From an optimization exercise on the open Yosys and OpenROAD flow, aimed at small area; shortcuts taken in it are not production practice. The RTL was checked by simulation tests, not by an equivalence proof against the original design. Power is estimated from default activity; no workload was simulated.

Design timer_subsys, start of the top module:
module timer_subsys (
	input  wire		clk,
	input  wire		rst_n,
	input  wire		psel,
	input  wire		penable,
	input  wire		pwrite,
	input  wire [15:0]	paddr,
	input  wire [31:0]	pwdata,
	input  wire		dbg_halt,
	output logic [31:0]	prdata,
	output logic		pready,
	output logic		pslverr,
	output logic [3:0]	irq
);
Size in the first run: ~340 flip-flops, roughly 92 I/O pins, ~18000 um2 of cells after synthesis.
export LEC_CHECK = 0
export CAP_MARGIN = 0
export CORE_MARGIN = 2
export CORE_UTILIZATION = 65
export PLACE_DENSITY = 0.85
export SETUP_SLACK_MARGIN = 0.02
export SLEW_MARGIN = 0
create_clock -name core_clock -period 3.5 [get_ports {clk}]
standard.sh (not shown) runs the stock make flow with config.mk's settings and CLKGATE_MAP_FILE= SYNTH_SCRIPT=/design/flow/synth_recipe.tcl, a recipe that flattens the netlist after the stock synthesis.
==> flow/flow/run.sh <==
#!/bin/bash
# Layout flow: the standard ORFS flow, with smaller port buffers, a clock
# tree without dummy loads, and power recovery (which downsizes cells with
# slack) followed by a max-slew repair.
set -uo pipefail
cd "$(dirname "${BASH_SOURCE[0]}")/.."
bash standard.sh \
	"BUFFER_PORTS_ARGS=-buffer_cell sky130_fd_sc_hd__buf_2" \
	"CTS_ARGS=-sink_clustering_enable -repair_clock_nets -buf_list sky130_fd_sc_hd__clkbuf_4 -sink_clustering_size 10 -sink_clustering_max_diameter 40 -dont_use_dummy_load" \
	"POST_GLOBAL_ROUTE_TCL=$PWD/flow/post_grt.tcl" \
	finish > standard.log 2>&1
exit $?
==> flow/flow/post_grt.tcl <==
# Downsize cells that have timing slack to spare, keeping a setup margin,
# then repair max slew and capacitance again, legalize and reroute.
global_route -start_incremental
repair_timing -recover_power 100 -setup_margin 0.15 -verbose
repair_design -slew_margin 0 -cap_margin 0
detailed_placement
global_route -end_incremental
estimate_parasitics -global_routing
report_wns
report_tns
write_guides $::env(RESULTS_DIR)/route.guide
Rerun with:
--- a/flow/config.mk
+++ b/flow/config.mk
@@ -8,6 +8,7 @@
 export CAP_MARGIN = 0
 export CORE_MARGIN = 2
-export CORE_UTILIZATION = 65
-export PLACE_DENSITY = 0.85
+export CORE_UTILIZATION = 55
+export GPL_TIMING_DRIVEN = 0
+export PLACE_DENSITY = 0.75
 export SETUP_SLACK_MARGIN = 0.02
 export SLEW_MARGIN = 0
Outcome: The new run completed, yet does not pass: setup timing. Worst setup slack degrades by 0.091 ns. Critical path depth is unchanged. Sequential share of layout area goes down by 1.6 points. Power rose by 1.9%. Final cell count is higher by 9.2%. Clock skew stays flat.
Rerun with:
--- a/flow/flow/run.sh
+++ b/flow/flow/run.sh
@@ -7,5 +7,5 @@
 bash standard.sh \
 	"BUFFER_PORTS_ARGS=-buffer_cell sky130_fd_sc_hd__buf_2" \
-	"CTS_ARGS=-sink_clustering_enable -repair_clock_nets -buf_list sky130_fd_sc_hd__clkbuf_4 -sink_clustering_size 10 -sink_clustering_max_diameter 40 -dont_use_dummy_load" \
+	"CTS_ARGS=-sink_clustering_enable -repair_clock_nets -buf_list sky130_fd_sc_hd__clkbuf_8 -sink_clustering_size 16 -sink_clustering_max_diameter 50 -dont_use_dummy_load" \
 	"POST_GLOBAL_ROUTE_TCL=$PWD/flow/post_grt.tcl" \
 	finish > standard.log 2>&1
--- a/flow/config.mk
+++ b/flow/config.mk
@@ -9,5 +9,4 @@
 export CORE_MARGIN = 2
 export CORE_UTILIZATION = 55
-export GPL_TIMING_DRIVEN = 0
 export PLACE_DENSITY = 0.75
 export SETUP_SLACK_MARGIN = 0.02
The changed run finished clean. Count of clock-buffer cells in the layout goes down by 18. Wire length goes down by about 20%. Final cell count goes down by 4.2%.
Rerun with:
--- a/flow/flow/run.sh
+++ b/flow/flow/run.sh
@@ -7,5 +7,5 @@
 bash standard.sh \
 	"BUFFER_PORTS_ARGS=-buffer_cell sky130_fd_sc_hd__buf_2" \
-	"CTS_ARGS=-sink_clustering_enable -repair_clock_nets -buf_list sky130_fd_sc_hd__clkbuf_8 -sink_clustering_size 16 -sink_clustering_max_diameter 50 -dont_use_dummy_load" \
+	"CTS_ARGS=-sink_clustering_enable -repair_clock_nets -buf_list sky130_fd_sc_hd__clkbuf_4 -sink_clustering_size 10 -sink_clustering_max_diameter 40 -dont_use_dummy_load" \
 	"POST_GLOBAL_ROUTE_TCL=$PWD/flow/post_grt.tcl" \
 	finish > standard.log 2>&1
--- a/flow/config.mk
+++ b/flow/config.mk
@@ -8,6 +8,6 @@
 export CAP_MARGIN = 0
 export CORE_MARGIN = 2
-export CORE_UTILIZATION = 55
-export PLACE_DENSITY = 0.75
+export CORE_UTILIZATION = 60
+export PLACE_DENSITY = 0.8
 export SETUP_SLACK_MARGIN = 0.02
 export SLEW_MARGIN = 0
=>
- global-route usage came out higher by 3.2 points
- sequential power hardly moves
- register-to-register slack is worse by 0.03 ns
- routed wire length came out higher by 0.51%
- clock power came out lower by 12%
- count of clock-buffer cells in the layout came out higher by 13
- area after synthesis is unchanged
- power came out lower by 4.0%
- design area came out lower by 0.86%
Rerun with:
==> flow/run.sh (new file) <==
#!/bin/bash
# synth_recipe.tcl (not shown) runs the flow's synth.tcl, then flattens the netlist and writes it again
# the make line also repeats each setting of config.mk as NAME=value (left out here)
make -C /OpenROAD-flow-scripts/flow DESIGN_CONFIG=/design/flow/config.mk WORK_HOME=/design/flow/orfs CLKGATE_MAP_FILE= SYNTH_SCRIPT=/design/flow/synth_recipe.tcl finish
--- a/flow/config.mk
+++ b/flow/config.mk
@@ -8,6 +8,9 @@
 export CAP_MARGIN = 0
 export CORE_MARGIN = 2
-export CORE_UTILIZATION = 60
-export PLACE_DENSITY = 0.8
+export CORE_UTILIZATION = 55
+export CTS_BUF_LIST = sky130_fd_sc_hd__clkbuf_8
+export CTS_CLUSTER_DIAMETER = 50
+export CTS_CLUSTER_SIZE = 16
+export PLACE_DENSITY = 0.75
 export SETUP_SLACK_MARGIN = 0.02
 export SLEW_MARGIN = 0
removed: flow/flow/run.sh
removed: flow/flow/post_grt.tcl
removed: flow/standard.sh
The changed run completed without violations.
Setup slack improves by 0.033 ns.
Worst hold slack improves by 0.14 ns.
Total power climbs by about 17%.

-- what the ideal ports hide --
The flow's constraints put no driver on any port. The routed layouts listed below were extracted and timed again, unchanged, in two steps. Step 1 sets driving cells, clkbuf_16 on the clock port and buf_2 on the other inputs (assumed; they add their load-dependent delay and slew). Step 2, shift: input delay + t, output delay - t, t = (earliest + latest rising clock arrival at the registers) / 2. This alone moves slack from input paths to output paths. Slacks: no drivers / after step 1 / after step 2; pairs: no drivers / after step 1.
run	t, ns	setup WS [ns]	worst register clock-pin slew, ns	worst slew at a driven data input, ns
the first run	0.745	0.042 / -0.005 / -0.280	0.12 / 0.12	0.04
the second run	0.873	-0.049 / -0.101 / -0.773	0.12 / 0.12	0.04
the third run	0.601	0.149 / 0.130 / -0.217	0.10 / 0.10	0.04
the fourth run	0.750	0.029 / -0.016 / -0.151	0.12 / 0.12	0.06
the fifth run	0.623	0.062 / 0.035 / 0.035	0.10 / 0.10	0.05
With both steps, setup timing fails in the first run, the third run and the fourth run, where it was met with ideal ports. The setup slack of the second run, which loses most, moves by -0.052 ns with the drivers and by -0.724 ns with both steps.
